From an optimization exercise on the open Yosys and OpenROAD flow, aimed at small area, a short achievable clock period and few clock cycles; shortcuts taken in it are not production practice.
Function was checked by simulation only, so behaviour that the tests miss may differ from the original.
Power is estimated from default activity; no workload was simulated.

## JK
## radix_conversion_to_ascii
module radix_conversion_to_ascii #(
	parameter int INT_BITS       = 32,
	parameter int FRAC_BITS      = 32,
	parameter int FRAC_DIGITS    = 10,
	parameter int MAX_INT_DIGITS = 32
) (
	input  logic                clk,
	input  logic                arst_n,
	input  logic                cfg_we,
	input  logic [4:0]          cfg_wdata,
	input  logic                item_valid,
	output logic                item_ready,
	input  logic [63:0]         item_data,    
	output logic                char_valid,
	input  logic                char_ready,
	output logic [7:0]          char_data     
);
Size: about 2,100 cells after synthesis, ~150 flip-flops.
export LEC_CHECK = 0
export ABC_AREA = 1
export CAP_MARGIN = 60
export CORE_MARGIN = 2
export CORE_UTILIZATION = 40
export SLEW_MARGIN = 60
create_clock -name core_clock -period 12.0 [get_ports {clk}]
standard.sh (not shown) runs the stock make flow with config.mk's settings and CLKGATE_MAP_FILE= SYNTH_SCRIPT=/design/flow/synth_recipe.tcl, a recipe that flattens the netlist after the stock synthesis.
==> flow/flow/run.sh <==
#!/bin/bash
# Standard layout, with the timing repair aiming well past the required slack
# and plain buffers on the ports.
set -euo pipefail
bash standard.sh SETUP_SLACK_MARGIN=8.5 "BUFFER_PORTS_ARGS=-buffer_cell sky130_fd_sc_hd__buf_1" finish > standard.log 2>&1
Testbench counts of JK, summed over its fixed seeds: cycles 55,027.
Inputs modified between JK and MS:
--- a/flow/design.v
+++ b/flow/design.v
@@ -174,20 +174,17 @@
 	assign go         = !sk_q;
 	assign accept     = ir_q;
 	assign item_ready = ir_q;
 	assign char_valid = cv_q;
 	assign char_data  = cd_q;
 	assign bc_end     = bc_q[5];
 	assign int_go = (ost_q == O_INT) || (ost_q == O_IDLE && accept);
-	always_comb begin
-		fv = 4'd0;
-		for (int k = 0; k < NF; k++) begin
-			if (j_q == 4'(k)) fv = acc_q[4*k +: 4];
-		end
-	end
+	logic [63:0] acc_x;
+	assign acc_x = {8'd0, acc_q};
+	assign fv    = acc_x[{j_q, 2'b00} +: 4];
 	always_comb begin
 		sp_start = 2'd0;
 		if (sub4) sp_start = fv[3] ? 2'd3 : fv[2] ? 2'd2 : fv[1] ? 2'd1 : 2'd0;
 		else if (sub2_q) sp_start = {1'b0, fv[3:2] != 2'd0};
 		else if (sub3_q) sp_start = {1'b0, fv[3] | fv[2] | (fv[1] & fv[0])};
 	end
 	assign sub_max = sub4 ? 2'd3 : (sub2_q || sub3_q) ? 2'd1 : 2'd0;
Results
No stage failed in MS, and the final checks on the layout all came back clean. In summary, JK completed successfully, with a layout that passed the timing, DRC and antenna checks. From JK to MS the numbers moved as follows: area used by sequential logic in the layout did not really move; final total power went up 7.9%; maximum count of clock buffers along a single path stayed essentially flat. Count of non-CTS buffers in the layout shrinks by more than a quarter when moving from JK to MS. Delta (MS minus JK): count of buffering cells on the critical path with inverters included decreased by 2 relative to the old numbers, average vias per placed instance lower, switching power of the nets climbed 0.36 mW, share of the yosys chip area belonging to registers decreased by 0.87 points relative to the old numbers, combinational power shows an increase of 12%. Re final area: MS and JK aren't equal, and the lower value belongs to MS.
Testbench counts of MS, summed over its fixed seeds: cycles 55,027.

--- another note on this design; it stands on its own ---

==> flow/design.v (excerpt) <==
module radix_conversion_to_ascii #(
	parameter int INT_BITS       = 32,
	parameter int FRAC_BITS      = 32,
	parameter int FRAC_DIGITS    = 10,
	parameter int MAX_INT_DIGITS = 32
) (
	input  logic                clk,
	input  logic                arst_n,
	input  logic                cfg_we,
	input  logic [4:0]          cfg_wdata,
	input  logic                item_valid,
	output logic                item_ready,
	input  logic [63:0]         item_data,    
	output logic                char_valid,
	input  logic                char_ready,
	output logic [7:0]          char_data     
);
Size: ~150 flip-flops, ~84 I/O pins, ~0.014 mm2 of cells after synthesis.
clock: 12.0 ns
lec_check: 0
abc_area: 1
cap_margin: 80
core_margin: 2
core_utilization: 40
slew_margin: 80
standard.sh (not shown) runs the stock make flow with config.mk's settings and CLKGATE_MAP_FILE= SYNTH_SCRIPT=/design/flow/synth_recipe.tcl, a recipe that flattens the netlist after the stock synthesis.
==> flow/flow/run.sh <==
#!/bin/bash
# Standard layout, with the timing repair aiming well past the required slack
# and plain buffers on the ports.
set -euo pipefail
bash standard.sh SETUP_SLACK_MARGIN=8.5 "BUFFER_PORTS_ARGS=-buffer_cell sky130_fd_sc_hd__buf_1" finish > standard.log 2>&1
The baseline passed the timing, DRC and antenna checks.
Testbench counts at the start, summed over its fixed seeds: cycles 55,027.
Change:
==> flow/flow/run.sh (replaced) <==
#!/bin/bash
# Standard layout, with the timing repair aiming well past the required slack
# and plain buffers on the ports.
set -euo pipefail
bash standard.sh SETUP_SLACK_MARGIN=8.5 "BUFFER_PORTS_ARGS=-buffer_cell sky130_fd_sc_hd__buf_2" finish > standard.log 2>&1
CAP_MARGIN = 60   (was 80)
SLEW_MARGIN = 60   (was 80)
What happened:
- cell count decreases by 1.2%
- via count falls by 1.7%
- total power went down by 6.2%
- global-route usage came out lower by 0.38 points

[re-timing with driven ports]
How much do the figures lean on ideal ports? The routed layouts below were timed once more, with nothing changed but the port constraints.
Step 1 assumes that a clkbuf_16 drives the clock port and a buf_2 every other input.
Step 2 also shifts input and output timing later by t, the mid clock arrival at the registers, as if the neighbouring blocks saw the same clock.
a / b / c = ideal ports / drivers / drivers and shift; a / b = the first two.
run | t, ns | setup slack, ns | clock arrival spread, ns | slew at the worst register clock pin (ns) | worst data-port slew with drivers (ns)
JK | 0.491 | 8.430 / 8.430 / 8.097 | 0.017 / 0.016 | 0.08 / 0.08 | 0.08
MS | 0.485 | 8.609 / 8.555 / 8.178 | 0.013 / 0.014 | 0.07 / 0.07 | 0.06
the first run of note 2 | 0.493 | 8.601 / 8.546 / 8.154 | 0.016 / 0.016 | 0.07 / 0.07 | 0.07
the second run of note 2 | 0.502 | 8.576 / 8.527 / 8.133 | 0.014 / 0.013 | 0.08 / 0.08 | 0.06
After both steps every run listed still meets setup and hold. For the first run of note 2, which loses most, drivers alone change the setup slack by -0.055 ns; drivers and shift together by -0.447 ns.
